From an optimization exercise on the open Yosys and OpenROAD flow, aimed at small area, a short achievable clock period and few clock cycles per item; shortcuts taken in it are not production practice.
In this exercise RTL edits were held to simulation tests only and were not proved equivalent to the original.
Power is estimated from default activity; no workload was simulated.

==> flow/design.v, too long to show whole: its modules and the start of the top module <==
// module scm_div2: 30 lines
// module scm_sq1: 336 lines
// module scm_sq2: 350 lines
// module scm_keep: 455 lines
// module sigma_clipped_mean_unit: 212 lines
module sigma_clipped_mean_unit (
    input  logic        i_clk,
    input  logic        i_rst_n,
    input  logic        s_axis_tvalid,
    output logic        s_axis_tready,
    input  logic [15:0] s_axis_tdata,    
    output logic        m_axis_tvalid,
    input  logic        m_axis_tready,
    output logic [31:0] m_axis_tdata     
);
  // ...
==> flow/flow/run.sh <==
#!/bin/bash
set -euo pipefail
MARGIN=6.5
EXTRA="SETUP_SLACK_MARGIN=${MARGIN} BUFFER_PORTS_ARGS=-buffer_cell\\\\ sky130_fd_sc_hd__buf_2"
sed "s|\"\${@:-finish}\"|${EXTRA} \"\${@:-finish}\"|" standard.sh > standard_tuned.sh
grep -q "SETUP_SLACK_MARGIN=${MARGIN}" standard_tuned.sh
bash standard_tuned.sh finish > flow_make.log 2>&1
==> flow/standard.sh <==
#!/bin/bash
# synth_recipe.tcl (not shown) runs the flow's synth.tcl, then flattens the netlist and writes it again
# the make line also repeats each setting of config.mk as NAME=value (left out here)
make -C /OpenROAD-flow-scripts/flow DESIGN_CONFIG=/design/flow/config.mk WORK_HOME=/design/flow/orfs CLKGATE_MAP_FILE= SYNTH_SCRIPT=/design/flow/synth_recipe.tcl "${@:-finish}"
==> flow/config.mk <==
export PLATFORM = sky130hd
export DESIGN_NAME = sigma_clipped_mean_unit
export DESIGN_NICKNAME = sigma_clipped_mean_unit
export VERILOG_FILES = /design/flow/design.v
export SDC_FILE = /design/flow/constraint.sdc
export NUM_CORES = 4
export LEC_CHECK = 0
export ABC_CLOCK_PERIOD_IN_PS = 3000
export CAP_MARGIN = 20
export CORE_MARGIN = 2
export CORE_UTILIZATION = 60
export CTS_BUF_LIST = sky130_fd_sc_hd__clkbuf_4 sky130_fd_sc_hd__clkbuf_8
export SLEW_MARGIN = 20
==> flow/constraint.sdc <==
create_clock -name core_clock -period 10.0 [get_ports {i_clk}]
set_input_delay 2.0000 -clock core_clock [delete_from_list [all_inputs] [get_ports {i_clk}]]
set_output_delay 2.0000 -clock core_clock [all_outputs]
set_load 0.01 [all_outputs]
==> results.tsv, run 1 <==
stage	metric	value	unit
route	DRT met1 WL	33050	um
critical_path	Critical Path AT	1.41	ns
clocking	Gates resized, CTS repair	29	
grt	first-pass GRT wire length	121900	um
power	Clk pwr share	33.0	%
finish	fin util	67.09	%
power	Power Total	0.008801	W
synth	xor/xnor cell area share of the yosys netlist	1.990	%
placed_design	GPL Wtd Cong	0.8729	
hold_path	Tightest Hold Check Type	flip-flop to flip-flop	
route	DR WL met3	3742	um
placed_design	Placed Instances	4010	
critical_path	CP top delay family	flip-flops	
clocking	CTS tree	yes	
synth	biggest area consumer among synthesized cells	dfxtp_1	
route	WL/cell	17.64	um
critical_path	Crit path depth	1	
floorplan	Die Y	247.8	um
floorplan	FP Rows	89	
timing	clk_skew	0.05123	ns
grt	total congestion overflow	0	
synth	sequential area share after synthesis	45.57	%
critical_path	Setup crit end	s_axis_tready	
timing	setup TNS	0	ns
synth	Yosys reg bits	745	
power	Lkg Pwr	18.17	nW
timing	Hold Worst Slack	0.3069	ns
floorplan	Initial Utilization	60.52	%
floorplan	die width	247.8	um
synth	top-count cell post-synth	dfxtp_1	
route	met2 routed WL	35210	um
floorplan	DIE AREA	0.06139	mm^2
finish	multi-input combinational area share	42.45	%
grt	largest net degree at the start of global routing	75	
status	outcome	timing/DRC/antenna clean	
Testbench counts, summed over its fixed seeds: cycles 3,528, items 192.
==> module sigma_clipped_mean_unit, before the edit <==
module sigma_clipped_mean_unit (
    input  logic        i_clk,
    input  logic        i_rst_n,
    input  logic        s_axis_tvalid,
    output logic        s_axis_tready,
    input  logic [15:0] s_axis_tdata,    
    output logic        m_axis_tvalid,
    input  logic        m_axis_tready,
    output logic [31:0] m_axis_tdata     
);
    localparam int TAIL = RING_LEN - 1;
    logic [RING_LEN-1:0][15:0] r_x;
    logic [RING_LEN-1:0]       r_v;       
    logic [RING_LEN-1:0]       r_p;       
    logic                      r_ev1;     
    logic                      r_ev2;     
    logic                      r_ev3;     
    logic                      r_keep;    
    logic [15:0]               r_xt;      
    logic                      r_ready;   
    logic                      r_full;    
    logic [3:0]                r_fill;
    logic                      r_lpar;    
    logic signed [SUM_BITS-1:0] r_s;
    logic [QSUM_BITS-1:0]      r_qs, r_qc;
    logic                      r_epar;    
    logic [4:0]                r_ecnt;    
    logic                      r_s2;      
    logic                      r_sp;      
    logic signed [SUM_BITS-1:0] r_sthr;
    logic [DEV_BITS-1:0]       r_d;
    logic [DSQ_BITS-1:0]       r_e2s, r_e2c;
    logic [DSQ_BITS-1:0]       r_ts, r_tc;   
    logic signed [SUM_BITS-1:0] r_ks;
    logic [4:0]                r_k;
    logic [4:0]                r_kcnt;
    logic                      r_busy, r_ovalid;
    logic [3:0]                r_dcnt;
    logic [3:0]                r_rem;
    logic [23:0]               r_quo;
    logic [4:0]                r_kd;
    logic [5:0]                r_kd3;     
    wire tail_rec = r_v[TAIL] & ~r_ev2;
    wire accept   = s_axis_tvalid & r_ready;
    assign s_axis_tready = r_ready;
    wire div_idle = ~r_busy & ~r_ovalid;
    wire edone    = r_ecnt[4];
    wire launch   = r_full & edone & div_idle;
    wire full_nxt = (r_full & ~launch) | (accept & (r_fill == 4'd15));
    wire cons     = r_v[TAP] & (r_p[TAP] == r_epar) & ~edone;   
    wire ready_nxt = ~(r_v[TAP] & ~cons) & ~full_nxt;
    always_ff @(posedge i_clk) begin
        r_x <= {r_x[RING_LEN-2:1], tail_rec ? r_x[TAIL] : r_x[0],
                accept ? s_axis_tdata : 16'd0};
        r_p <= {r_p[RING_LEN-2:1], tail_rec ? r_p[TAIL] : r_p[0], r_lpar};
        if (!i_rst_n) begin
            r_v     <= '0;
            r_ready <= 1'b1;
        end else begin
            r_v     <= {r_v[RING_LEN-2:1], tail_rec | r_v[0], accept};
            r_ready <= ready_nxt;
        end
    end
    wire signed [SUM_BITS-1:0] s_next = r_s + SUM_BITS'($signed(r_x[0]));
    logic [QSUM_BITS-1:0] qs_next, qc_next;
    scm_sq1 u_sq1 (
        .i_x  (r_x[0]),
        .i_qs (r_qs),
        .i_qc (r_qc),
        .o_s  (qs_next),
        .o_c  (qc_next)
    );
    always_ff @(posedge i_clk) begin
        r_s  <= (launch || !i_rst_n) ? SUM_BITS'(0) : s_next;
        r_qs <= (r_s2 || !i_rst_n) ? QSUM_BITS'(0) : qs_next;
        r_qc <= (r_s2 || !i_rst_n) ? QSUM_BITS'(0) : qc_next;
        if (!i_rst_n) begin
            r_full <= 1'b0;
            r_fill <= '0;
            r_lpar <= 1'b0;
        end else begin
            r_full <= full_nxt;
            if (accept) begin
                r_fill <= r_fill + 1'b1;
            end
            if (launch) begin
                r_lpar <= ~r_lpar;
            end
        end
    end
    wire signed [DEV_BITS-1:0] d_tap = {r_x[TAP][15], r_x[TAP], 4'b0000} - DEV_BITS'(r_sthr);
    logic [DSQ_BITS-1:0] e2s_next, e2c_next;
    scm_sq2 u_sq2 (
        .i_d (r_d),
        .o_s (e2s_next),
        .o_c (e2c_next)
    );
    logic [DSQ_BITS-1:0] t_u, t_v;
    logic                keep;      
    scm_keep u_keep (
        .i_ts   (r_ts),
        .i_tc   (r_tc),
        .i_e2s  (r_e2s),
        .i_e2c  (r_e2c),
        .o_u    (t_u),
        .o_v    (t_v),
        .o_keep (keep)
    );
    always_ff @(posedge i_clk) begin
        r_d   <= launch ? DEV_BITS'(s_next) : d_tap;
        r_e2s <= e2s_next;
        r_e2c <= e2c_next;
        if (launch) begin
            r_sthr <= s_next;
            r_epar <= r_lpar;
        end
        if (r_s2) begin
            r_ts <= {r_qs, 4'b0000};
            r_tc <= {r_qc, 4'b0000};
        end else if (r_sp) begin
            r_ts <= t_u;
            r_tc <= t_v;
        end
        if (!i_rst_n) begin
            r_ecnt <= 5'd16;
            r_ev1  <= 1'b0;
            r_ev2  <= 1'b0;
            r_s2   <= 1'b0;
            r_sp   <= 1'b0;
        end else begin
            r_ev1 <= cons;
            r_ev2 <= r_ev1;
            r_s2  <= launch;
            r_sp  <= r_s2;
            if (launch) begin
                r_ecnt <= '0;
            end else if (cons) begin
                r_ecnt <= r_ecnt + 1'b1;
            end
        end
    end
    wire xfer = r_kcnt[4] & div_idle;
    wire signed [SUM_BITS-1:0] ks_add = r_ks + SUM_BITS'($signed(r_xt));
    always_ff @(posedge i_clk) begin
        r_xt   <= r_x[TAIL];
        r_keep <= keep;
        if (!i_rst_n) begin
            r_ev3  <= 1'b0;
            r_ks   <= '0;
            r_k    <= '0;
            r_kcnt <= '0;
        end else begin
            r_ev3 <= r_ev2;
            if (xfer) begin
                r_ks   <= '0;
                r_k    <= '0;
                r_kcnt <= '0;
            end else if (r_ev3) begin
                r_kcnt <= r_kcnt + 1'b1;
                if (r_keep) begin
                    r_ks <= ks_add;
                    r_k  <= r_k + 1'b1;
                end
            end
        end
    end
    logic [3:0] rem_next;
    logic [1:0] quo_bits;
    wire        ks_neg   = r_ks[SUM_BITS-1];
    wire  [3:0] rem_init = r_ks[SUM_BITS-1:16] + (ks_neg ? r_k[3:0] : 4'd0);
    wire  [7:0] num_low  = ks_neg ? 8'(r_k - 1'b1) : 8'h00;
    scm_div2 u_div (
        .i_rem (r_rem),
        .i_num (r_quo[23:22]),
        .i_div (r_kd),
        .i_div3(r_kd3),
        .o_rem (rem_next),
        .o_quo (quo_bits)
    );
    always_ff @(posedge i_clk) begin
        if (xfer) begin
            r_rem <= rem_init;
            r_quo <= {r_ks[15:0], num_low};
            r_kd  <= r_k;
            r_kd3 <= {1'b0, r_k} + {r_k, 1'b0};
        end else if (r_busy) begin
            r_rem <= rem_next;
            r_quo <= {r_quo[21:0], quo_bits};
        end
        if (!i_rst_n) begin
            r_busy   <= 1'b0;
            r_ovalid <= 1'b0;
            r_dcnt   <= '0;
        end else begin
            if (xfer) begin
                r_busy <= 1'b1;
                r_dcnt <= '0;
            end else if (r_busy) begin
                r_dcnt <= r_dcnt + 1'b1;
                if (r_dcnt == 4'd11) begin
                    r_busy   <= 1'b0;
                    r_ovalid <= 1'b1;
                end
            end
            if (r_ovalid && m_axis_tready) begin
                r_ovalid <= 1'b0;
            end
        end
    end
    assign m_axis_tvalid = r_ovalid;
    assign m_axis_tdata  = {3'b000, r_kd, r_quo};
endmodule
==> run 2: changes to the inputs <==
--- a/flow/design.v
+++ b/flow/design.v
@@ -726,180 +726,182 @@
     input  logic [40:0] i_ts,
     input  logic [40:0] i_tc,
     input  logic [40:0] i_e2s,
     input  logic [40:0] i_e2c,
     output logic [40:0] o_u,
     output logic [40:0] o_v,
     output logic o_keep
 );
-    wire k_w0 = (i_ts[0]) ^ (i_tc[0]) ^ (~(i_e2s[0]));
-    wire k_w1 = ((i_ts[0]) & (i_tc[0])) | ((i_ts[0]) & (~(i_e2s[0]))) | ((i_tc[0]) & (~(i_e2s[0])));
-    wire k_w2 = (i_ts[1]) ^ (i_tc[1]) ^ (~(i_e2s[1]));
-    wire k_w3 = ((i_ts[1]) & (i_tc[1])) | ((i_ts[1]) & (~(i_e2s[1]))) | ((i_tc[1]) & (~(i_e2s[1])));
-    wire k_w4 = (~(i_e2c[1])) ^ (1'b1) ^ (k_w1);
-    wire k_w5 = ((~(i_e2c[1])) & (1'b1)) | ((~(i_e2c[1])) & (k_w1)) | ((1'b1) & (k_w1));
-    wire k_w6 = (i_ts[2]) ^ (i_tc[2]) ^ (~(i_e2s[2]));
-    wire k_w7 = ((i_ts[2]) & (i_tc[2])) | ((i_ts[2]) & (~(i_e2s[2]))) | ((i_tc[2]) & (~(i_e2s[2])));
-    wire k_w8 = (~(i_e2c[2])) ^ (k_w3) ^ (k_w6);
-    wire k_w9 = ((~(i_e2c[2])) & (k_w3)) | ((~(i_e2c[2])) & (k_w6)) | ((k_w3) & (k_w6));
-    wire k_w10 = (i_ts[3]) ^ (i_tc[3]) ^ (~(i_e2s[3]));
-    wire k_w11 = ((i_ts[3]) & (i_tc[3])) | ((i_ts[3]) & (~(i_e2s[3]))) | ((i_tc[3]) & (~(i_e2s[3])));
-    wire k_w12 = (~(i_e2c[3])) ^ (k_w7) ^ (k_w10);
-    wire k_w13 = ((~(i_e2c[3])) & (k_w7)) | ((~(i_e2c[3])) & (k_w10)) | ((k_w7) & (k_w10));
-    wire k_w14 = (i_ts[4]) ^ (i_tc[4]) ^ (~(i_e2s[4]));
-    wire k_w15 = ((i_ts[4]) & (i_tc[4])) | ((i_ts[4]) & (~(i_e2s[4]))) | ((i_tc[4]) & (~(i_e2s[4])));
-    wire k_w16 = (~(i_e2c[4])) ^ (k_w11) ^ (k_w14);
-    wire k_w17 = ((~(i_e2c[4])) & (k_w11)) | ((~(i_e2c[4])) & (k_w14)) | ((k_w11) & (k_w14));
-    wire k_w18 = (i_ts[5]) ^ (i_tc[5]) ^ (~(i_e2s[5]));
-    wire k_w19 = ((i_ts[5]) & (i_tc[5])) | ((i_ts[5]) & (~(i_e2s[5]))) | ((i_tc[5]) & (~(i_e2s[5])));
-    wire k_w20 = (~(i_e2c[5])) ^ (k_w15) ^ (k_w18);
-    wire k_w21 = ((~(i_e2c[5])) & (k_w15)) | ((~(i_e2c[5])) & (k_w18)) | ((k_w15) & (k_w18));
-    wire k_w22 = (i_ts[6]) ^ (i_tc[6]) ^ (~(i_e2s[6]));
-    wire k_w23 = ((i_ts[6]) & (i_tc[6])) | ((i_ts[6]) & (~(i_e2s[6]))) | ((i_tc[6]) & (~(i_e2s[6])));
-    wire k_w24 = (~(i_e2c[6])) ^ (k_w19) ^ (k_w22);
-    wire k_w25 = ((~(i_e2c[6])) & (k_w19)) | ((~(i_e2c[6])) & (k_w22)) | ((k_w19) & (k_w22));
-    wire k_w26 = (i_ts[7]) ^ (i_tc[7]) ^ (~(i_e2s[7]));
-    wire k_w27 = ((i_ts[7]) & (i_tc[7])) | ((i_ts[7]) & (~(i_e2s[7]))) | ((i_tc[7]) & (~(i_e2s[7])));
-    wire k_w28 = (~(i_e2c[7])) ^ (k_w23) ^ (k_w26);
-    wire k_w29 = ((~(i_e2c[7])) & (k_w23)) | ((~(i_e2c[7])) & (k_w26)) | ((k_w23) & (k_w26));
-    wire k_w30 = (i_ts[8]) ^ (i_tc[8]) ^ (~(i_e2s[8]));
-    wire k_w31 = ((i_ts[8]) & (i_tc[8])) | ((i_ts[8]) & (~(i_e2s[8]))) | ((i_tc[8]) & (~(i_e2s[8])));
-    wire k_w32 = (~(i_e2c[8])) ^ (k_w27) ^ (k_w30);
-    wire k_w33 = ((~(i_e2c[8])) & (k_w27)) | ((~(i_e2c[8])) & (k_w30)) | ((k_w27) & (k_w30));
-    wire k_w34 = (i_ts[9]) ^ (i_tc[9]) ^ (~(i_e2s[9]));
-    wire k_w35 = ((i_ts[9]) & (i_tc[9])) | ((i_ts[9]) & (~(i_e2s[9]))) | ((i_tc[9]) & (~(i_e2s[9])));
-    wire k_w36 = (~(i_e2c[9])) ^ (k_w31) ^ (k_w34);
-    wire k_w37 = ((~(i_e2c[9])) & (k_w31)) | ((~(i_e2c[9])) & (k_w34)) | ((k_w31) & (k_w34));
-    wire k_w38 = (i_ts[10]) ^ (i_tc[10]) ^ (~(i_e2s[10]));
-    wire k_w39 = ((i_ts[10]) & (i_tc[10])) | ((i_ts[10]) & (~(i_e2s[10]))) | ((i_tc[10]) & (~(i_e2s[10])));
-    wire k_w40 = (~(i_e2c[10])) ^ (k_w35) ^ (k_w38);
-    wire k_w41 = ((~(i_e2c[10])) & (k_w35)) | ((~(i_e2c[10])) & (k_w38)) | ((k_w35) & (k_w38));
-    wire k_w42 = (i_ts[11]) ^ (i_tc[11]) ^ (~(i_e2s[11]));
-    wire k_w43 = ((i_ts[11]) & (i_tc[11])) | ((i_ts[11]) & (~(i_e2s[11]))) | ((i_tc[11]) & (~(i_e2s[11])));
-    wire k_w44 = (~(i_e2c[11])) ^ (k_w39) ^ (k_w42);
-    wire k_w45 = ((~(i_e2c[11])) & (k_w39)) | ((~(i_e2c[11])) & (k_w42)) | ((k_w39) & (k_w42));
-    wire k_w46 = (i_ts[12]) ^ (i_tc[12]) ^ (~(i_e2s[12]));
-    wire k_w47 = ((i_ts[12]) & (i_tc[12])) | ((i_ts[12]) & (~(i_e2s[12]))) | ((i_tc[12]) & (~(i_e2s[12])));
-    wire k_w48 = (~(i_e2c[12])) ^ (k_w43) ^ (k_w46);
-    wire k_w49 = ((~(i_e2c[12])) & (k_w43)) | ((~(i_e2c[12])) & (k_w46)) | ((k_w43) & (k_w46));
-    wire k_w50 = (i_ts[13]) ^ (i_tc[13]) ^ (~(i_e2s[13]));
-    wire k_w51 = ((i_ts[13]) & (i_tc[13])) | ((i_ts[13]) & (~(i_e2s[13]))) | ((i_tc[13]) & (~(i_e2s[13])));
-    wire k_w52 = (~(i_e2c[13])) ^ (k_w47) ^ (k_w50);
-    wire k_w53 = ((~(i_e2c[13])) & (k_w47)) | ((~(i_e2c[13])) & (k_w50)) | ((k_w47) & (k_w50));
-    wire k_w54 = (i_ts[14]) ^ (i_tc[14]) ^ (~(i_e2s[14]));
-    wire k_w55 = ((i_ts[14]) & (i_tc[14])) | ((i_ts[14]) & (~(i_e2s[14]))) | ((i_tc[14]) & (~(i_e2s[14])));
-    wire k_w56 = (~(i_e2c[14])) ^ (k_w51) ^ (k_w54);
-    wire k_w57 = ((~(i_e2c[14])) & (k_w51)) | ((~(i_e2c[14])) & (k_w54)) | ((k_w51) & (k_w54));
-    wire k_w58 = (i_ts[15]) ^ (i_tc[15]) ^ (~(i_e2s[15]));
-    wire k_w59 = ((i_ts[15]) & (i_tc[15])) | ((i_ts[15]) & (~(i_e2s[15]))) | ((i_tc[15]) & (~(i_e2s[15])));
-    wire k_w60 = (~(i_e2c[15])) ^ (k_w55) ^ (k_w58);
-    wire k_w61 = ((~(i_e2c[15])) & (k_w55)) | ((~(i_e2c[15])) & (k_w58)) | ((k_w55) & (k_w58));
-    wire k_w62 = (i_ts[16]) ^ (i_tc[16]) ^ (~(i_e2s[16]));
-    wire k_w63 = ((i_ts[16]) & (i_tc[16])) | ((i_ts[16]) & (~(i_e2s[16]))) | ((i_tc[16]) & (~(i_e2s[16])));
-    wire k_w64 = (~(i_e2c[16])) ^ (k_w59) ^ (k_w62);
-    wire k_w65 = ((~(i_e2c[16])) & (k_w59)) | ((~(i_e2c[16])) & (k_w62)) | ((k_w59) & (k_w62));
-    wire k_w66 = (i_ts[17]) ^ (i_tc[17]) ^ (~(i_e2s[17]));
-    wire k_w67 = ((i_ts[17]) & (i_tc[17])) | ((i_ts[17]) & (~(i_e2s[17]))) | ((i_tc[17]) & (~(i_e2s[17])));
-    wire k_w68 = (~(i_e2c[17])) ^ (k_w63) ^ (k_w66);
-    wire k_w69 = ((~(i_e2c[17])) & (k_w63)) | ((~(i_e2c[17])) & (k_w66)) | ((k_w63) & (k_w66));
-    wire k_w70 = (i_ts[18]) ^ (i_tc[18]) ^ (~(i_e2s[18]));
-    wire k_w71 = ((i_ts[18]) & (i_tc[18])) | ((i_ts[18]) & (~(i_e2s[18]))) | ((i_tc[18]) & (~(i_e2s[18])));
-    wire k_w72 = (~(i_e2c[18])) ^ (k_w67) ^ (k_w70);
-    wire k_w73 = ((~(i_e2c[18])) & (k_w67)) | ((~(i_e2c[18])) & (k_w70)) | ((k_w67) & (k_w70));
-    wire k_w74 = (i_ts[19]) ^ (i_tc[19]) ^ (~(i_e2s[19]));
-    wire k_w75 = ((i_ts[19]) & (i_tc[19])) | ((i_ts[19]) & (~(i_e2s[19]))) | ((i_tc[19]) & (~(i_e2s[19])));
-    wire k_w76 = (~(i_e2c[19])) ^ (k_w71) ^ (k_w74);
-    wire k_w77 = ((~(i_e2c[19])) & (k_w71)) | ((~(i_e2c[19])) & (k_w74)) | ((k_w71) & (k_w74));
-    wire k_w78 = (i_ts[20]) ^ (i_tc[20]) ^ (~(i_e2s[20]));
-    wire k_w79 = ((i_ts[20]) & (i_tc[20])) | ((i_ts[20]) & (~(i_e2s[20]))) | ((i_tc[20]) & (~(i_e2s[20])));
-    wire k_w80 = (~(i_e2c[20])) ^ (k_w75) ^ (k_w78);
-    wire k_w81 = ((~(i_e2c[20])) & (k_w75)) | ((~(i_e2c[20])) & (k_w78)) | ((k_w75) & (k_w78));
-    wire k_w82 = (i_ts[21]) ^ (i_tc[21]) ^ (~(i_e2s[21]));
-    wire k_w83 = ((i_ts[21]) & (i_tc[21])) | ((i_ts[21]) & (~(i_e2s[21]))) | ((i_tc[21]) & (~(i_e2s[21])));
-    wire k_w84 = (~(i_e2c[21])) ^ (k_w79) ^ (k_w82);
-    wire k_w85 = ((~(i_e2c[21])) & (k_w79)) | ((~(i_e2c[21])) & (k_w82)) | ((k_w79) & (k_w82));
-    wire k_w86 = (i_ts[22]) ^ (i_tc[22]) ^ (~(i_e2s[22]));
-    wire k_w87 = ((i_ts[22]) & (i_tc[22])) | ((i_ts[22]) & (~(i_e2s[22]))) | ((i_tc[22]) & (~(i_e2s[22])));
-    wire k_w88 = (~(i_e2c[22])) ^ (k_w83) ^ (k_w86);
-    wire k_w89 = ((~(i_e2c[22])) & (k_w83)) | ((~(i_e2c[22])) & (k_w86)) | ((k_w83) & (k_w86));
-    wire k_w90 = (i_ts[23]) ^ (i_tc[23]) ^ (~(i_e2s[23]));
-    wire k_w91 = ((i_ts[23]) & (i_tc[23])) | ((i_ts[23]) & (~(i_e2s[23]))) | ((i_tc[23]) & (~(i_e2s[23])));
-    wire k_w92 = (~(i_e2c[23])) ^ (k_w87) ^ (k_w90);
-    wire k_w93 = ((~(i_e2c[23])) & (k_w87)) | ((~(i_e2c[23])) & (k_w90)) | ((k_w87) & (k_w90));
-    wire k_w94 = (i_ts[24]) ^ (i_tc[24]) ^ (~(i_e2s[24]));
-    wire k_w95 = ((i_ts[24]) & (i_tc[24])) | ((i_ts[24]) & (~(i_e2s[24]))) | ((i_tc[24]) & (~(i_e2s[24])));
-    wire k_w96 = (~(i_e2c[24])) ^ (k_w91) ^ (k_w94);
-    wire k_w97 = ((~(i_e2c[24])) & (k_w91)) | ((~(i_e2c[24])) & (k_w94)) | ((k_w91) & (k_w94));
-    wire k_w98 = (i_ts[25]) ^ (i_tc[25]) ^ (~(i_e2s[25]));
-    wire k_w99 = ((i_ts[25]) & (i_tc[25])) | ((i_ts[25]) & (~(i_e2s[25]))) | ((i_tc[25]) & (~(i_e2s[25])));
-    wire k_w100 = (~(i_e2c[25])) ^ (k_w95) ^ (k_w98);
-    wire k_w101 = ((~(i_e2c[25])) & (k_w95)) | ((~(i_e2c[25])) & (k_w98)) | ((k_w95) & (k_w98));
-    wire k_w102 = (i_ts[26]) ^ (i_tc[26]) ^ (~(i_e2s[26]));
-    wire k_w103 = ((i_ts[26]) & (i_tc[26])) | ((i_ts[26]) & (~(i_e2s[26]))) | ((i_tc[26]) & (~(i_e2s[26])));
-    wire k_w104 = (~(i_e2c[26])) ^ (k_w99) ^ (k_w102);
-    wire k_w105 = ((~(i_e2c[26])) & (k_w99)) | ((~(i_e2c[26])) & (k_w102)) | ((k_w99) & (k_w102));
-    wire k_w106 = (i_ts[27]) ^ (i_tc[27]) ^ (~(i_e2s[27]));
-    wire k_w107 = ((i_ts[27]) & (i_tc[27])) | ((i_ts[27]) & (~(i_e2s[27]))) | ((i_tc[27]) & (~(i_e2s[27])));
-    wire k_w108 = (~(i_e2c[27])) ^ (k_w103) ^ (k_w106);
-    wire k_w109 = ((~(i_e2c[27])) & (k_w103)) | ((~(i_e2c[27])) & (k_w106)) | ((k_w103) & (k_w106));
-    wire k_w110 = (i_ts[28]) ^ (i_tc[28]) ^ (~(i_e2s[28]));
-    wire k_w111 = ((i_ts[28]) & (i_tc[28])) | ((i_ts[28]) & (~(i_e2s[28]))) | ((i_tc[28]) & (~(i_e2s[28])));
-    wire k_w112 = (~(i_e2c[28])) ^ (k_w107) ^ (k_w110);
-    wire k_w113 = ((~(i_e2c[28])) & (k_w107)) | ((~(i_e2c[28])) & (k_w110)) | ((k_w107) & (k_w110));
-    wire k_w114 = (i_ts[29]) ^ (i_tc[29]) ^ (~(i_e2s[29]));
-    wire k_w115 = ((i_ts[29]) & (i_tc[29])) | ((i_ts[29]) & (~(i_e2s[29]))) | ((i_tc[29]) & (~(i_e2s[29])));
-    wire k_w116 = (~(i_e2c[29])) ^ (k_w111) ^ (k_w114);
-    wire k_w117 = ((~(i_e2c[29])) & (k_w111)) | ((~(i_e2c[29])) & (k_w114)) | ((k_w111) & (k_w114));
-    wire k_w118 = (i_ts[30]) ^ (i_tc[30]) ^ (~(i_e2s[30]));
-    wire k_w119 = ((i_ts[30]) & (i_tc[30])) | ((i_ts[30]) & (~(i_e2s[30]))) | ((i_tc[30]) & (~(i_e2s[30])));
-    wire k_w120 = (~(i_e2c[30])) ^ (k_w115) ^ (k_w118);
-    wire k_w121 = ((~(i_e2c[30])) & (k_w115)) | ((~(i_e2c[30])) & (k_w118)) | ((k_w115) & (k_w118));
-    wire k_w122 = (i_ts[31]) ^ (i_tc[31]) ^ (~(i_e2s[31]));
-    wire k_w123 = ((i_ts[31]) & (i_tc[31])) | ((i_ts[31]) & (~(i_e2s[31]))) | ((i_tc[31]) & (~(i_e2s[31])));
-    wire k_w124 = (~(i_e2c[31])) ^ (k_w119) ^ (k_w122);
-    wire k_w125 = ((~(i_e2c[31])) & (k_w119)) | ((~(i_e2c[31])) & (k_w122)) | ((k_w119) & (k_w122));
-    wire k_w126 = (i_ts[32]) ^ (i_tc[32]) ^ (~(i_e2s[32]));
-    wire k_w127 = ((i_ts[32]) & (i_tc[32])) | ((i_ts[32]) & (~(i_e2s[32]))) | ((i_tc[32]) & (~(i_e2s[32])));
-    wire k_w128 = (~(i_e2c[32])) ^ (k_w123) ^ (k_w126);
-    wire k_w129 = ((~(i_e2c[32])) & (k_w123)) | ((~(i_e2c[32])) & (k_w126)) | ((k_w123) & (k_w126));
-    wire k_w130 = (i_ts[33]) ^ (i_tc[33]) ^ (~(i_e2s[33]));
-    wire k_w131 = ((i_ts[33]) & (i_tc[33])) | ((i_ts[33]) & (~(i_e2s[33]))) | ((i_tc[33]) & (~(i_e2s[33])));
-    wire k_w132 = (~(i_e2c[33])) ^ (k_w127) ^ (k_w130);
-    wire k_w133 = ((~(i_e2c[33])) & (k_w127)) | ((~(i_e2c[33])) & (k_w130)) | ((k_w127) & (k_w130));
-    wire k_w134 = (i_ts[34]) ^ (i_tc[34]) ^ (~(i_e2s[34]));
-    wire k_w135 = ((i_ts[34]) & (i_tc[34])) | ((i_ts[34]) & (~(i_e2s[34]))) | ((i_tc[34]) & (~(i_e2s[34])));
-    wire k_w136 = (~(i_e2c[34])) ^ (k_w131) ^ (k_w134);
-    wire k_w137 = ((~(i_e2c[34])) & (k_w131)) | ((~(i_e2c[34])) & (k_w134)) | ((k_w131) & (k_w134));
-    wire k_w138 = (i_ts[35]) ^ (i_tc[35]) ^ (~(i_e2s[35]));
-    wire k_w139 = ((i_ts[35]) & (i_tc[35])) | ((i_ts[35]) & (~(i_e2s[35]))) | ((i_tc[35]) & (~(i_e2s[35])));
-    wire k_w140 = (~(i_e2c[35])) ^ (k_w135) ^ (k_w138);
-    wire k_w141 = ((~(i_e2c[35])) & (k_w135)) | ((~(i_e2c[35])) & (k_w138)) | ((k_w135) & (k_w138));
-    wire k_w142 = (i_ts[36]) ^ (i_tc[36]) ^ (~(i_e2s[36]));
-    wire k_w143 = ((i_ts[36]) & (i_tc[36])) | ((i_ts[36]) & (~(i_e2s[36]))) | ((i_tc[36]) & (~(i_e2s[36])));
-    wire k_w144 = (~(i_e2c[36])) ^ (k_w139) ^ (k_w142);
-    wire k_w145 = ((~(i_e2c[36])) & (k_w139)) | ((~(i_e2c[36])) & (k_w142)) | ((k_w139) & (k_w142));
-    wire k_w146 = (i_ts[37]) ^ (i_tc[37]) ^ (~(i_e2s[37]));
-    wire k_w147 = ((i_ts[37]) & (i_tc[37])) | ((i_ts[37]) & (~(i_e2s[37]))) | ((i_tc[37]) & (~(i_e2s[37])));
-    wire k_w148 = (~(i_e2c[37])) ^ (k_w143) ^ (k_w146);
-    wire k_w149 = ((~(i_e2c[37])) & (k_w143)) | ((~(i_e2c[37])) & (k_w146)) | ((k_w143) & (k_w146));
-    wire k_w150 = (i_ts[38]) ^ (i_tc[38]) ^ (~(i_e2s[38]));
-    wire k_w151 = ((i_ts[38]) & (i_tc[38])) | ((i_ts[38]) & (~(i_e2s[38]))) | ((i_tc[38]) & (~(i_e2s[38])));
-    wire k_w152 = (~(i_e2c[38])) ^ (k_w147) ^ (k_w150);
-    wire k_w153 = ((~(i_e2c[38])) & (k_w147)) | ((~(i_e2c[38])) & (k_w150)) | ((k_w147) & (k_w150));
-    wire k_w154 = (i_ts[39]) ^ (i_tc[39]) ^ (~(i_e2s[39]));
-    wire k_w155 = ((i_ts[39]) & (i_tc[39])) | ((i_ts[39]) & (~(i_e2s[39]))) | ((i_tc[39]) & (~(i_e2s[39])));
-    wire k_w156 = (~(i_e2c[39])) ^ (k_w151) ^ (k_w154);
-    wire k_w157 = ((~(i_e2c[39])) & (k_w151)) | ((~(i_e2c[39])) & (k_w154)) | ((k_w151) & (k_w154));
-    wire k_w158 = (i_ts[40]) ^ (i_tc[40]) ^ (~(i_e2s[40]));
-    wire k_w159 = ((i_ts[40]) & (i_tc[40])) | ((i_ts[40]) & (~(i_e2s[40]))) | ((i_tc[40]) & (~(i_e2s[40])));
-    wire k_w160 = (~(i_e2c[40])) ^ (k_w155) ^ (k_w158);
-    wire k_w161 = ((~(i_e2c[40])) & (k_w155)) | ((~(i_e2c[40])) & (k_w158)) | ((k_w155) & (k_w158));
-    assign o_u = {k_w157, k_w153, k_w149, k_w145, k_w141, k_w137, k_w133, k_w129, k_w125, k_w121, k_w117, k_w113, k_w109, k_w105, k_w101, k_w97, k_w93, k_w89, k_w85, k_w81, k_w77, k_w73, k_w69, k_w65, k_w61, k_w57, k_w53, k_w49, k_w45, k_w41, k_w37, k_w33, k_w29, k_w25, k_w21, k_w17, k_w13, k_w9, k_w5, k_w2, ~(i_e2c[0])};
-    assign o_v = {k_w160, k_w156, k_w152, k_w148, k_w144, k_w140, k_w136, k_w132, k_w128, k_w124, k_w120, k_w116, k_w112, k_w108, k_w104, k_w100, k_w96, k_w92, k_w88, k_w84, k_w80, k_w76, k_w72, k_w68, k_w64, k_w60, k_w56, k_w52, k_w48, k_w44, k_w40, k_w36, k_w32, k_w28, k_w24, k_w20, k_w16, k_w12, k_w8, k_w4, k_w0};
+    wire k_w0 = (i_ts[0]) ^ (i_tc[0]) ^ (i_e2s[0]);
+    wire k_w1 = ((i_ts[0]) & (i_tc[0])) | ((i_ts[0]) & (i_e2s[0])) | ((i_tc[0]) & (i_e2s[0]));
+    wire k_w2 = (i_e2c[0]) ^ (1'b1);
+    wire k_w3 = (i_e2c[0]) & (1'b1);
+    wire k_w4 = (i_ts[1]) ^ (i_tc[1]) ^ (i_e2s[1]);
+    wire k_w5 = ((i_ts[1]) & (i_tc[1])) | ((i_ts[1]) & (i_e2s[1])) | ((i_tc[1]) & (i_e2s[1]));
+    wire k_w6 = (i_e2c[1]) ^ (k_w3) ^ (k_w1);
+    wire k_w7 = ((i_e2c[1]) & (k_w3)) | ((i_e2c[1]) & (k_w1)) | ((k_w3) & (k_w1));
+    wire k_w8 = (i_ts[2]) ^ (i_tc[2]) ^ (i_e2s[2]);
+    wire k_w9 = ((i_ts[2]) & (i_tc[2])) | ((i_ts[2]) & (i_e2s[2])) | ((i_tc[2]) & (i_e2s[2]));
+    wire k_w10 = (i_e2c[2]) ^ (k_w5) ^ (k_w8);
+    wire k_w11 = ((i_e2c[2]) & (k_w5)) | ((i_e2c[2]) & (k_w8)) | ((k_w5) & (k_w8));
+    wire k_w12 = (i_ts[3]) ^ (i_tc[3]) ^ (i_e2s[3]);
+    wire k_w13 = ((i_ts[3]) & (i_tc[3])) | ((i_ts[3]) & (i_e2s[3])) | ((i_tc[3]) & (i_e2s[3]));
+    wire k_w14 = (i_e2c[3]) ^ (k_w9) ^ (k_w12);
+    wire k_w15 = ((i_e2c[3]) & (k_w9)) | ((i_e2c[3]) & (k_w12)) | ((k_w9) & (k_w12));
+    wire k_w16 = (i_ts[4]) ^ (i_tc[4]) ^ (i_e2s[4]);
+    wire k_w17 = ((i_ts[4]) & (i_tc[4])) | ((i_ts[4]) & (i_e2s[4])) | ((i_tc[4]) & (i_e2s[4]));
+    wire k_w18 = (i_e2c[4]) ^ (k_w13) ^ (k_w16);
+    wire k_w19 = ((i_e2c[4]) & (k_w13)) | ((i_e2c[4]) & (k_w16)) | ((k_w13) & (k_w16));
+    wire k_w20 = (i_ts[5]) ^ (i_tc[5]) ^ (i_e2s[5]);
+    wire k_w21 = ((i_ts[5]) & (i_tc[5])) | ((i_ts[5]) & (i_e2s[5])) | ((i_tc[5]) & (i_e2s[5]));
+    wire k_w22 = (i_e2c[5]) ^ (k_w17) ^ (k_w20);
+    wire k_w23 = ((i_e2c[5]) & (k_w17)) | ((i_e2c[5]) & (k_w20)) | ((k_w17) & (k_w20));
+    wire k_w24 = (i_ts[6]) ^ (i_tc[6]) ^ (i_e2s[6]);
+    wire k_w25 = ((i_ts[6]) & (i_tc[6])) | ((i_ts[6]) & (i_e2s[6])) | ((i_tc[6]) & (i_e2s[6]));
+    wire k_w26 = (i_e2c[6]) ^ (k_w21) ^ (k_w24);
+    wire k_w27 = ((i_e2c[6]) & (k_w21)) | ((i_e2c[6]) & (k_w24)) | ((k_w21) & (k_w24));
+    wire k_w28 = (i_ts[7]) ^ (i_tc[7]) ^ (i_e2s[7]);
+    wire k_w29 = ((i_ts[7]) & (i_tc[7])) | ((i_ts[7]) & (i_e2s[7])) | ((i_tc[7]) & (i_e2s[7]));
+    wire k_w30 = (i_e2c[7]) ^ (k_w25) ^ (k_w28);
+    wire k_w31 = ((i_e2c[7]) & (k_w25)) | ((i_e2c[7]) & (k_w28)) | ((k_w25) & (k_w28));
+    wire k_w32 = (i_ts[8]) ^ (i_tc[8]) ^ (i_e2s[8]);
+    wire k_w33 = ((i_ts[8]) & (i_tc[8])) | ((i_ts[8]) & (i_e2s[8])) | ((i_tc[8]) & (i_e2s[8]));
+    wire k_w34 = (i_e2c[8]) ^ (k_w29) ^ (k_w32);
+    wire k_w35 = ((i_e2c[8]) & (k_w29)) | ((i_e2c[8]) & (k_w32)) | ((k_w29) & (k_w32));
+    wire k_w36 = (i_ts[9]) ^ (i_tc[9]) ^ (i_e2s[9]);
+    wire k_w37 = ((i_ts[9]) & (i_tc[9])) | ((i_ts[9]) & (i_e2s[9])) | ((i_tc[9]) & (i_e2s[9]));
+    wire k_w38 = (i_e2c[9]) ^ (k_w33) ^ (k_w36);
+    wire k_w39 = ((i_e2c[9]) & (k_w33)) | ((i_e2c[9]) & (k_w36)) | ((k_w33) & (k_w36));
+    wire k_w40 = (i_ts[10]) ^ (i_tc[10]) ^ (i_e2s[10]);
+    wire k_w41 = ((i_ts[10]) & (i_tc[10])) | ((i_ts[10]) & (i_e2s[10])) | ((i_tc[10]) & (i_e2s[10]));
+    wire k_w42 = (i_e2c[10]) ^ (k_w37) ^ (k_w40);
+    wire k_w43 = ((i_e2c[10]) & (k_w37)) | ((i_e2c[10]) & (k_w40)) | ((k_w37) & (k_w40));
+    wire k_w44 = (i_ts[11]) ^ (i_tc[11]) ^ (i_e2s[11]);
+    wire k_w45 = ((i_ts[11]) & (i_tc[11])) | ((i_ts[11]) & (i_e2s[11])) | ((i_tc[11]) & (i_e2s[11]));
+    wire k_w46 = (i_e2c[11]) ^ (k_w41) ^ (k_w44);
+    wire k_w47 = ((i_e2c[11]) & (k_w41)) | ((i_e2c[11]) & (k_w44)) | ((k_w41) & (k_w44));
+    wire k_w48 = (i_ts[12]) ^ (i_tc[12]) ^ (i_e2s[12]);
+    wire k_w49 = ((i_ts[12]) & (i_tc[12])) | ((i_ts[12]) & (i_e2s[12])) | ((i_tc[12]) & (i_e2s[12]));
+    wire k_w50 = (i_e2c[12]) ^ (k_w45) ^ (k_w48);
+    wire k_w51 = ((i_e2c[12]) & (k_w45)) | ((i_e2c[12]) & (k_w48)) | ((k_w45) & (k_w48));
+    wire k_w52 = (i_ts[13]) ^ (i_tc[13]) ^ (i_e2s[13]);
+    wire k_w53 = ((i_ts[13]) & (i_tc[13])) | ((i_ts[13]) & (i_e2s[13])) | ((i_tc[13]) & (i_e2s[13]));
+    wire k_w54 = (i_e2c[13]) ^ (k_w49) ^ (k_w52);
+    wire k_w55 = ((i_e2c[13]) & (k_w49)) | ((i_e2c[13]) & (k_w52)) | ((k_w49) & (k_w52));
+    wire k_w56 = (i_ts[14]) ^ (i_tc[14]) ^ (i_e2s[14]);
+    wire k_w57 = ((i_ts[14]) & (i_tc[14])) | ((i_ts[14]) & (i_e2s[14])) | ((i_tc[14]) & (i_e2s[14]));
+    wire k_w58 = (i_e2c[14]) ^ (k_w53) ^ (k_w56);
+    wire k_w59 = ((i_e2c[14]) & (k_w53)) | ((i_e2c[14]) & (k_w56)) | ((k_w53) & (k_w56));
+    wire k_w60 = (i_ts[15]) ^ (i_tc[15]) ^ (i_e2s[15]);
+    wire k_w61 = ((i_ts[15]) & (i_tc[15])) | ((i_ts[15]) & (i_e2s[15])) | ((i_tc[15]) & (i_e2s[15]));
+    wire k_w62 = (i_e2c[15]) ^ (k_w57) ^ (k_w60);
+    wire k_w63 = ((i_e2c[15]) & (k_w57)) | ((i_e2c[15]) & (k_w60)) | ((k_w57) & (k_w60));
+    wire k_w64 = (i_ts[16]) ^ (i_tc[16]) ^ (i_e2s[16]);
+    wire k_w65 = ((i_ts[16]) & (i_tc[16])) | ((i_ts[16]) & (i_e2s[16])) | ((i_tc[16]) & (i_e2s[16]));
+    wire k_w66 = (i_e2c[16]) ^ (k_w61) ^ (k_w64);
+    wire k_w67 = ((i_e2c[16]) & (k_w61)) | ((i_e2c[16]) & (k_w64)) | ((k_w61) & (k_w64));
+    wire k_w68 = (i_ts[17]) ^ (i_tc[17]) ^ (i_e2s[17]);
+    wire k_w69 = ((i_ts[17]) & (i_tc[17])) | ((i_ts[17]) & (i_e2s[17])) | ((i_tc[17]) & (i_e2s[17]));
+    wire k_w70 = (i_e2c[17]) ^ (k_w65) ^ (k_w68);
+    wire k_w71 = ((i_e2c[17]) & (k_w65)) | ((i_e2c[17]) & (k_w68)) | ((k_w65) & (k_w68));
+    wire k_w72 = (i_ts[18]) ^ (i_tc[18]) ^ (i_e2s[18]);
+    wire k_w73 = ((i_ts[18]) & (i_tc[18])) | ((i_ts[18]) & (i_e2s[18])) | ((i_tc[18]) & (i_e2s[18]));
+    wire k_w74 = (i_e2c[18]) ^ (k_w69) ^ (k_w72);
+    wire k_w75 = ((i_e2c[18]) & (k_w69)) | ((i_e2c[18]) & (k_w72)) | ((k_w69) & (k_w72));
+    wire k_w76 = (i_ts[19]) ^ (i_tc[19]) ^ (i_e2s[19]);
+    wire k_w77 = ((i_ts[19]) & (i_tc[19])) | ((i_ts[19]) & (i_e2s[19])) | ((i_tc[19]) & (i_e2s[19]));
+    wire k_w78 = (i_e2c[19]) ^ (k_w73) ^ (k_w76);
+    wire k_w79 = ((i_e2c[19]) & (k_w73)) | ((i_e2c[19]) & (k_w76)) | ((k_w73) & (k_w76));
+    wire k_w80 = (i_ts[20]) ^ (i_tc[20]) ^ (i_e2s[20]);
+    wire k_w81 = ((i_ts[20]) & (i_tc[20])) | ((i_ts[20]) & (i_e2s[20])) | ((i_tc[20]) & (i_e2s[20]));
+    wire k_w82 = (i_e2c[20]) ^ (k_w77) ^ (k_w80);
+    wire k_w83 = ((i_e2c[20]) & (k_w77)) | ((i_e2c[20]) & (k_w80)) | ((k_w77) & (k_w80));
+    wire k_w84 = (i_ts[21]) ^ (i_tc[21]) ^ (i_e2s[21]);
+    wire k_w85 = ((i_ts[21]) & (i_tc[21])) | ((i_ts[21]) & (i_e2s[21])) | ((i_tc[21]) & (i_e2s[21]));
+    wire k_w86 = (i_e2c[21]) ^ (k_w81) ^ (k_w84);
+    wire k_w87 = ((i_e2c[21]) & (k_w81)) | ((i_e2c[21]) & (k_w84)) | ((k_w81) & (k_w84));
+    wire k_w88 = (i_ts[22]) ^ (i_tc[22]) ^ (i_e2s[22]);
+    wire k_w89 = ((i_ts[22]) & (i_tc[22])) | ((i_ts[22]) & (i_e2s[22])) | ((i_tc[22]) & (i_e2s[22]));
+    wire k_w90 = (i_e2c[22]) ^ (k_w85) ^ (k_w88);
+    wire k_w91 = ((i_e2c[22]) & (k_w85)) | ((i_e2c[22]) & (k_w88)) | ((k_w85) & (k_w88));
+    wire k_w92 = (i_ts[23]) ^ (i_tc[23]) ^ (i_e2s[23]);
+    wire k_w93 = ((i_ts[23]) & (i_tc[23])) | ((i_ts[23]) & (i_e2s[23])) | ((i_tc[23]) & (i_e2s[23]));
+    wire k_w94 = (i_e2c[23]) ^ (k_w89) ^ (k_w92);
+    wire k_w95 = ((i_e2c[23]) & (k_w89)) | ((i_e2c[23]) & (k_w92)) | ((k_w89) & (k_w92));
+    wire k_w96 = (i_ts[24]) ^ (i_tc[24]) ^ (i_e2s[24]);
+    wire k_w97 = ((i_ts[24]) & (i_tc[24])) | ((i_ts[24]) & (i_e2s[24])) | ((i_tc[24]) & (i_e2s[24]));
+    wire k_w98 = (i_e2c[24]) ^ (k_w93) ^ (k_w96);
+    wire k_w99 = ((i_e2c[24]) & (k_w93)) | ((i_e2c[24]) & (k_w96)) | ((k_w93) & (k_w96));
+    wire k_w100 = (i_ts[25]) ^ (i_tc[25]) ^ (i_e2s[25]);
+    wire k_w101 = ((i_ts[25]) & (i_tc[25])) | ((i_ts[25]) & (i_e2s[25])) | ((i_tc[25]) & (i_e2s[25]));
+    wire k_w102 = (i_e2c[25]) ^ (k_w97) ^ (k_w100);
+    wire k_w103 = ((i_e2c[25]) & (k_w97)) | ((i_e2c[25]) & (k_w100)) | ((k_w97) & (k_w100));
+    wire k_w104 = (i_ts[26]) ^ (i_tc[26]) ^ (i_e2s[26]);
+    wire k_w105 = ((i_ts[26]) & (i_tc[26])) | ((i_ts[26]) & (i_e2s[26])) | ((i_tc[26]) & (i_e2s[26]));
+    wire k_w106 = (i_e2c[26]) ^ (k_w101) ^ (k_w104);
+    wire k_w107 = ((i_e2c[26]) & (k_w101)) | ((i_e2c[26]) & (k_w104)) | ((k_w101) & (k_w104));
+    wire k_w108 = (i_ts[27]) ^ (i_tc[27]) ^ (i_e2s[27]);
+    wire k_w109 = ((i_ts[27]) & (i_tc[27])) | ((i_ts[27]) & (i_e2s[27])) | ((i_tc[27]) & (i_e2s[27]));
+    wire k_w110 = (i_e2c[27]) ^ (k_w105) ^ (k_w108);
+    wire k_w111 = ((i_e2c[27]) & (k_w105)) | ((i_e2c[27]) & (k_w108)) | ((k_w105) & (k_w108));
+    wire k_w112 = (i_ts[28]) ^ (i_tc[28]) ^ (i_e2s[28]);
+    wire k_w113 = ((i_ts[28]) & (i_tc[28])) | ((i_ts[28]) & (i_e2s[28])) | ((i_tc[28]) & (i_e2s[28]));
+    wire k_w114 = (i_e2c[28]) ^ (k_w109) ^ (k_w112);
+    wire k_w115 = ((i_e2c[28]) & (k_w109)) | ((i_e2c[28]) & (k_w112)) | ((k_w109) & (k_w112));
+    wire k_w116 = (i_ts[29]) ^ (i_tc[29]) ^ (i_e2s[29]);
+    wire k_w117 = ((i_ts[29]) & (i_tc[29])) | ((i_ts[29]) & (i_e2s[29])) | ((i_tc[29]) & (i_e2s[29]));
+    wire k_w118 = (i_e2c[29]) ^ (k_w113) ^ (k_w116);
+    wire k_w119 = ((i_e2c[29]) & (k_w113)) | ((i_e2c[29]) & (k_w116)) | ((k_w113) & (k_w116));
+    wire k_w120 = (i_ts[30]) ^ (i_tc[30]) ^ (i_e2s[30]);
+    wire k_w121 = ((i_ts[30]) & (i_tc[30])) | ((i_ts[30]) & (i_e2s[30])) | ((i_tc[30]) & (i_e2s[30]));
+    wire k_w122 = (i_e2c[30]) ^ (k_w117) ^ (k_w120);
+    wire k_w123 = ((i_e2c[30]) & (k_w117)) | ((i_e2c[30]) & (k_w120)) | ((k_w117) & (k_w120));
+    wire k_w124 = (i_ts[31]) ^ (i_tc[31]) ^ (i_e2s[31]);
+    wire k_w125 = ((i_ts[31]) & (i_tc[31])) | ((i_ts[31]) & (i_e2s[31])) | ((i_tc[31]) & (i_e2s[31]));
+    wire k_w126 = (i_e2c[31]) ^ (k_w121) ^ (k_w124);
+    wire k_w127 = ((i_e2c[31]) & (k_w121)) | ((i_e2c[31]) & (k_w124)) | ((k_w121) & (k_w124));
+    wire k_w128 = (i_ts[32]) ^ (i_tc[32]) ^ (i_e2s[32]);
+    wire k_w129 = ((i_ts[32]) & (i_tc[32])) | ((i_ts[32]) & (i_e2s[32])) | ((i_tc[32]) & (i_e2s[32]));
+    wire k_w130 = (i_e2c[32]) ^ (k_w125) ^ (k_w128);
+    wire k_w131 = ((i_e2c[32]) & (k_w125)) | ((i_e2c[32]) & (k_w128)) | ((k_w125) & (k_w128));
+    wire k_w132 = (i_ts[33]) ^ (i_tc[33]) ^ (i_e2s[33]);
+    wire k_w133 = ((i_ts[33]) & (i_tc[33])) | ((i_ts[33]) & (i_e2s[33])) | ((i_tc[33]) & (i_e2s[33]));
+    wire k_w134 = (i_e2c[33]) ^ (k_w129) ^ (k_w132);
+    wire k_w135 = ((i_e2c[33]) & (k_w129)) | ((i_e2c[33]) & (k_w132)) | ((k_w129) & (k_w132));
+    wire k_w136 = (i_ts[34]) ^ (i_tc[34]) ^ (i_e2s[34]);
+    wire k_w137 = ((i_ts[34]) & (i_tc[34])) | ((i_ts[34]) & (i_e2s[34])) | ((i_tc[34]) & (i_e2s[34]));
+    wire k_w138 = (i_e2c[34]) ^ (k_w133) ^ (k_w136);
+    wire k_w139 = ((i_e2c[34]) & (k_w133)) | ((i_e2c[34]) & (k_w136)) | ((k_w133) & (k_w136));
+    wire k_w140 = (i_ts[35]) ^ (i_tc[35]) ^ (i_e2s[35]);
+    wire k_w141 = ((i_ts[35]) & (i_tc[35])) | ((i_ts[35]) & (i_e2s[35])) | ((i_tc[35]) & (i_e2s[35]));
+    wire k_w142 = (i_e2c[35]) ^ (k_w137) ^ (k_w140);
+    wire k_w143 = ((i_e2c[35]) & (k_w137)) | ((i_e2c[35]) & (k_w140)) | ((k_w137) & (k_w140));
+    wire k_w144 = (i_ts[36]) ^ (i_tc[36]) ^ (i_e2s[36]);
+    wire k_w145 = ((i_ts[36]) & (i_tc[36])) | ((i_ts[36]) & (i_e2s[36])) | ((i_tc[36]) & (i_e2s[36]));
+    wire k_w146 = (i_e2c[36]) ^ (k_w141) ^ (k_w144);
+    wire k_w147 = ((i_e2c[36]) & (k_w141)) | ((i_e2c[36]) & (k_w144)) | ((k_w141) & (k_w144));
+    wire k_w148 = (i_ts[37]) ^ (i_tc[37]) ^ (i_e2s[37]);
+    wire k_w149 = ((i_ts[37]) & (i_tc[37])) | ((i_ts[37]) & (i_e2s[37])) | ((i_tc[37]) & (i_e2s[37]));
+    wire k_w150 = (i_e2c[37]) ^ (k_w145) ^ (k_w148);
+    wire k_w151 = ((i_e2c[37]) & (k_w145)) | ((i_e2c[37]) & (k_w148)) | ((k_w145) & (k_w148));
+    wire k_w152 = (i_ts[38]) ^ (i_tc[38]) ^ (i_e2s[38]);
+    wire k_w153 = ((i_ts[38]) & (i_tc[38])) | ((i_ts[38]) & (i_e2s[38])) | ((i_tc[38]) & (i_e2s[38]));
+    wire k_w154 = (i_e2c[38]) ^ (k_w149) ^ (k_w152);
+    wire k_w155 = ((i_e2c[38]) & (k_w149)) | ((i_e2c[38]) & (k_w152)) | ((k_w149) & (k_w152));
+    wire k_w156 = (i_ts[39]) ^ (i_tc[39]) ^ (i_e2s[39]);
+    wire k_w157 = ((i_ts[39]) & (i_tc[39])) | ((i_ts[39]) & (i_e2s[39])) | ((i_tc[39]) & (i_e2s[39]));
+    wire k_w158 = (i_e2c[39]) ^ (k_w153) ^ (k_w156);
+    wire k_w159 = ((i_e2c[39]) & (k_w153)) | ((i_e2c[39]) & (k_w156)) | ((k_w153) & (k_w156));
+    wire k_w160 = (i_ts[40]) ^ (i_tc[40]) ^ (i_e2s[40]);
+    wire k_w161 = ((i_ts[40]) & (i_tc[40])) | ((i_ts[40]) & (i_e2s[40])) | ((i_tc[40]) & (i_e2s[40]));
+    wire k_w162 = (i_e2c[40]) ^ (k_w157) ^ (k_w160);
+    wire k_w163 = ((i_e2c[40]) & (k_w157)) | ((i_e2c[40]) & (k_w160)) | ((k_w157) & (k_w160));
+    assign o_u = {k_w159, k_w155, k_w151, k_w147, k_w143, k_w139, k_w135, k_w131, k_w127, k_w123, k_w119, k_w115, k_w111, k_w107, k_w103, k_w99, k_w95, k_w91, k_w87, k_w83, k_w79, k_w75, k_w71, k_w67, k_w63, k_w59, k_w55, k_w51, k_w47, k_w43, k_w39, k_w35, k_w31, k_w27, k_w23, k_w19, k_w15, k_w11, k_w7, k_w4, k_w0};
+    assign o_v = {k_w162, k_w158, k_w154, k_w150, k_w146, k_w142, k_w138, k_w134, k_w130, k_w126, k_w122, k_w118, k_w114, k_w110, k_w106, k_w102, k_w98, k_w94, k_w90, k_w86, k_w82, k_w78, k_w74, k_w70, k_w66, k_w62, k_w58, k_w54, k_w50, k_w46, k_w42, k_w38, k_w34, k_w30, k_w26, k_w22, k_w18, k_w14, k_w10, k_w6, k_w2};
     wire kp_0 = (o_u[0]) & (o_v[0]);
     wire kp_1 = (o_u[0]) ^ (o_v[0]);
     wire kp_2 = (o_u[1]) & (o_v[1]);
     wire kp_3 = (o_u[1]) ^ (o_v[1]);
     wire kp_4 = (o_u[2]) & (o_v[2]);
     wire kp_5 = (o_u[2]) ^ (o_v[2]);
     wire kp_6 = (o_u[3]) & (o_v[3]);
     wire kp_7 = (o_u[3]) ^ (o_v[3]);
@@ -1170,17 +1172,17 @@
     wire kp_272 = kp_192 | (kp_193 & kp_262);
     wire kp_273 = kp_193 & kp_263;
     wire kp_274 = kp_194 | (kp_195 & kp_262);
     wire kp_275 = kp_195 & kp_263;
     wire kp_276 = kp_196 | (kp_197 & kp_262);
     wire kp_277 = kp_197 & kp_263;
     wire kp_278 = kp_198 | (kp_199 & kp_262);
     wire kp_279 = kp_199 & kp_263;
-    assign o_keep = ~(o_u[40] ^ o_v[40] ^ kp_278);
+    assign o_keep = o_u[40] ^ o_v[40] ^ kp_278;
 endmodule
 import scm_pkg::*;
 module sigma_clipped_mean_unit (
     input  logic        i_clk,
     input  logic        i_rst_n,
     input  logic        s_axis_tvalid,
     output logic        s_axis_tready,
     input  logic [15:0] s_axis_tdata,    
@@ -1204,17 +1206,17 @@
     logic signed [SUM_BITS-1:0] r_s;
     logic [QSUM_BITS-1:0]      r_qs, r_qc;
     logic                      r_epar;    
     logic [4:0]                r_ecnt;    
     logic                      r_s2;      
     logic                      r_sp;      
     logic signed [SUM_BITS-1:0] r_sthr;
     logic [DEV_BITS-1:0]       r_d;
-    logic [DSQ_BITS-1:0]       r_e2s, r_e2c;
+    logic [DSQ_BITS-1:0]       r_e2s, r_e2c;    
     logic [DSQ_BITS-1:0]       r_ts, r_tc;   
     logic signed [SUM_BITS-1:0] r_ks;
     logic [4:0]                r_k;
     logic [4:0]                r_kcnt;
     logic                      r_busy, r_ovalid;
     logic [3:0]                r_dcnt;
     logic [3:0]                r_rem;
     logic [23:0]               r_quo;
@@ -1290,18 +1292,18 @@
         r_d   <= launch ? DEV_BITS'(s_next) : d_tap;
         r_e2s <= e2s_next;
         r_e2c <= e2c_next;
         if (launch) begin
             r_sthr <= s_next;
             r_epar <= r_lpar;
         end
         if (r_s2) begin
-            r_ts <= {r_qs, 4'b0000};
-            r_tc <= {r_qc, 4'b0000};
+            r_ts <= {~r_qs, 4'b1111};
+            r_tc <= {~r_qc, 4'b1110};
         end else if (r_sp) begin
             r_ts <= t_u;
             r_tc <= t_v;
         end
         if (!i_rst_n) begin
             r_ecnt <= 5'd16;
             r_ev1  <= 1'b0;
             r_ev2  <= 1'b0;
==> flow/flow/run.sh (replaced) <==
#!/bin/bash
set -euo pipefail
MARGIN=6.5
sed 's/yosys synth -nofsm -noshare /yosys synth -nofsm -noshare -noabc /' synth_recipe.tcl > synth_recipe_noabc.tcl
grep -q -- "-noabc" synth_recipe_noabc.tcl
EXTRA="SETUP_SLACK_MARGIN=${MARGIN} BUFFER_PORTS_ARGS=-buffer_cell\\\\ sky130_fd_sc_hd__buf_2"
sed -e "s|synth_recipe\.tcl|synth_recipe_noabc.tcl|" \
    -e "s|\"\${@:-finish}\"|${EXTRA} \"\${@:-finish}\"|" standard.sh > standard_tuned.sh
grep -q "SETUP_SLACK_MARGIN=${MARGIN}" standard_tuned.sh
grep -q "synth_recipe_noabc.tcl" standard_tuned.sh
bash standard_tuned.sh finish > flow_make.log 2>&1
==> flow/config.mk (replaced) <==
export PLATFORM = sky130hd
export DESIGN_NAME = sigma_clipped_mean_unit
export DESIGN_NICKNAME = sigma_clipped_mean_unit
export VERILOG_FILES = /design/flow/design.v
export SDC_FILE = /design/flow/constraint.sdc
export NUM_CORES = 4
export LEC_CHECK = 0
export ABC_CLOCK_PERIOD_IN_PS = 3000
export CAP_MARGIN = 20
export CORE_MARGIN = 2
export CORE_UTILIZATION = 65
export CTS_CLUSTER_DIAMETER = 80
export CTS_CLUSTER_SIZE = 24
export SLEW_MARGIN = 20
==> run 2 against run 1 <==
Effect of this change: fmax shrank 1.1%; non-clock buffer count shrank 9; worst setup slack lost 0.039 ns; sequential share of layout area grew 3.3 points; routed wire length shrank 9.4%; largest cell class unchanged; largest power group unchanged; critical path type is now flip-flop to flip-flop; still clean on timing, DRC and antenna.
==> results.tsv, run 2 <==
stage	metric	value	unit	change
synth	sequential area share after synthesis	47.18	%	+1.6 points
synth	most common library cells after synthesis	613 x dfxtp_1, 370 x fa_1, 368 x and2_1		
critical_path	startpoint types	flip-flop		
clocking	CTS tree	yes		
critical_path	Critical Path End Type	flip-flop		
critical_path	CP Max Fanout	2		
route	WL/cell	18.95	um	+7.4%
clocking	setup bufs post-CTS	0		
grt	GRT Util Overall	25.96	%	
finish	max reg flops	304		
clocking	Sink Count	746		
finish	share of cells above drive strength 1	6.965	%	
floorplan	core area	0.05245	mm^2	
power	Lkg Pwr	15.96	nW	-12%
finish	final instance area	0.03661	mm^2	
floorplan	FP Rows	84		-5.6%
synth	Cell Area, Synth	0.03447	mm^2	
timing	post-layout min period	3.445	ns	
route	Residual DRC	0		
power	power density over the cells	208.4	mW/mm^2	
synth	Cell variety after synth	75		
clocking	total CTS buffers	39		
synth	ys async rst share	0	%	
floorplan	Initial Utilization	65.73	%	+5.2 points
grt	initial antenna violation count	0		
finish	Final #Nets	3426		
timing	Tightest Pin Transition	1.016	ns	
timing	max-slew violations	0		
floorplan	Die Y	234.3	um	-5.4%
synth	syn avg cell area	12.03	um^2	
synth	Synth area leaders	dfxtp_1 36%, fa_1 21%, edfxtp_1 12%		
synth	Post-Syn Instances	2866		
status	outcome	timing/DRC/antenna clean		
grt	largest net degree at the start of global routing	82		+9.3%
synth	Yosys top cell area share	35.60	%	
finish	commonest cells after routing, fill and taps aside	582 x dfxtp_1, 370 x fa_1, 368 x and2_1		
route	Via density	5.500		
route	total wire length	67750	um	
synth	EDFF count, synth	133		
synth	Yosys Warn Count	2		
placed_design	dpl hpwl	49500	um	
job	Max-cap violations	0		
floorplan	die width	234.3	um	-5.4%
timing	worst relative slew slack	32.12	%	
placed_design	Port Buf Inserts	50		
timing	setup TNS	0	ns	unchanged
timing	Final setup viols	0		
critical_path	Critical Path AT	3.90	ns	+2.49 ns
clocking	CTS max path bufs	3		
clocking	CTS HTree Levels	2		
critical_path	CP required	10.45	ns	
route	DR iter-0 viols	1181		
timing	RSZ-0062 raised after global routing	true		
placed_design	dpl cell area	0.03530	mm^2	
power	Power Total	0.007629	W	-13%
clocking	clk latency of the worst-skew pair	0.59	ns	
placed_design	GPL Wtd Cong	0.8152		-6.6%
synth	Main synth FF type	dfxtp_1		
power	VDD IR max	0.0001805	V	
clocking	root buffer cell	clkbuf_16		
finish	Largest Register	r_x		
timing	clk_skew	0.03222	ns	-0.01901 ns
grt	first-pass GRT wire length	110500	um	-9.3%
route	Routed Antenna Nets	0		
critical_path	Setup Crit Path Kind	flip-flop to flip-flop		
finish	Area Growth Syn to Fin	6.210	%	
hold_path	Tightest Hold Check Type	flip-flop to flip-flop		
timing	Hold Vio Cnt, Final	0		
finish	biggest regs	r_x x304, r_tc x41, r_ts x41		
critical_path	flop-to-flop setup slack	6.55	ns	
route	total number of vias	19664		
grt	number of global-route vias before repair	20817		
grt	total congestion overflow	0		unchanged
synth	Yosys reg bits	746		+0.13%
synth	top-count cell post-synth	dfxtp_1		
synth	biggest area consumer among synthesized cells	dfxtp_1		
floorplan	I/O pin count	54		
clocking	CTS clk-pin slew, worst paths	0.09	ns	
finish	commonest non-fill, non-tap cell in the layout	dfxtp_1		
route	DR pass1 iterations	5		
floorplan	DIE AREA	0.05489	mm^2	-11%
timing	period utilization	34.45	%	
timing	maximum clock frequency	290.3	MHz	
[run 2: logic make-up (layout without fill, tap and decap cells)]
group / count (synthesis) / count (layout) / share of synthesized area [%]
mux: 37 / 37 / 1.154
fa+ha+maj: 545 / 545 / 27.84
other cells: 1 / 4 / 0.01088
simple gates: 844 / 844 / 12.69
flops: 746 / 746 / 47.18
buf+inv: 276 / 294 / 3.063
xor+xnor: 87 / 87 / 2.210
compound gates: 330 / 330 / 5.851
[run 2: final timing paths]
path,endpoint,cells after the start,start
setup / recovery,r_keep,11,r_ts[31]
hold reg to reg,r_x[194],0,r_x[178]
setup reg to reg,r_keep,11,r_ts[31]
hold / removal,r_x[194],0,r_x[178]
[run 2: final cells by class]
type	count	area (um^2)
clock buffers	55	1067
flip-flops and latches	746	16330
inverters	162	609.3
repair buffers	66	397.9
clock inverters	11	156.4
diodes	1	2.502
fillers	3816	15830
multi-input cells	1846	17190
well taps	688	860.8
[run 2: what timing repair did]
item                                   CTS  global route
hold buffers                             0             0
gates resized for setup                 28            17
setup endpoints to repair               32            16
endpoints found under the hold margin    0             0
pin swaps                                0             0
[run 2: per-layer routing]
| metal | vias up | share of wire [%] | GRT usage (%) | wire, um |
|---|---|---|---|---|
| li1 | 9230 | - | - | - |
| met5 | - | 0 | 0 | 0 |
| met4 | 0 | 2.7 | 7.528 | 1838 |
| met1 | 9960 | 45 | 36.25 | 30650 |
| met2 | 371 | 49 | 43.45 | 32990 |
| met3 | 103 | 3.3 | 2.699 | 2269 |
[run 2: where the power goes]
group | internal, W | switching [W] | leakage (nW)
combinational | 0.00105 | 0.00120 | 9.07
sequential | 0.00337 | 0.000233 | 6.29
clock | 0.000821 | 0.000957 | 0.593
[run 2: worst max-delay path: stages, from the launching register on]
cell and delay [ns]:
edfxtp_1 0.43, fa_1 0.51, fa_1 0.51, ha_1 0.33, nand4_1 0.24, nor4_2 0.47, nand2_1 0.12, o211ai_1 0.16
a31oi_1 0.13, o21a_1 0.20, o31ai_1 0.12, xnor2_1 0.12
[run 2: per-stage QoR]
step	hold WS (ns)	worst slack (ns)	instances	utilization, %
3_3_place_gp	0.3097	6.036	3506	67.24
3_5_place_dp	0.3121	6.184	3507	67.30
5_1_grt	0.3325	6.435	3574	69.81
4_1_cts	0.3266	6.513	3573	69.70
6_report	0.3140	6.555	3575	69.81
2_1_floorplan	0.3096	6.646	2868	-
Testbench counts of run 2, summed over its fixed seeds: cycles 3,528, items 192.

==> re-timing with driven ports <==
The results above use ideal ports. As a check the final layouts listed here were re-extracted and re-timed, cells and wires unchanged. Step 1 sets driving cells, clkbuf_16 on the clock port and buf_2 on the other inputs (assumed; they add their load-dependent delay and slew). Step 2 adds t to the input delays and takes it off the output delays; t is the mean of the earliest and latest rising clock arrival at the registers after step 1. Input paths then give back, and output paths get back, about the clock's delay inside the block. Slacks: ideal ports / drivers / drivers and shift; pairs: ideal ports / drivers.
| run | shift t [ns] | setup WS [ns] | pins driven straight from the clock port |
|---|---|---|---|
| run 1 | 0.786 | 6.594 / 6.526 / 6.342 | 1 |
| run 2 | 0.641 | 6.555 / 6.555 / 6.204 | 1 |
After both steps setup and hold are still met in every run listed. The setup slack of run 2, which loses most, moves by 0.000 ns with the drivers and by -0.351 ns with both steps.
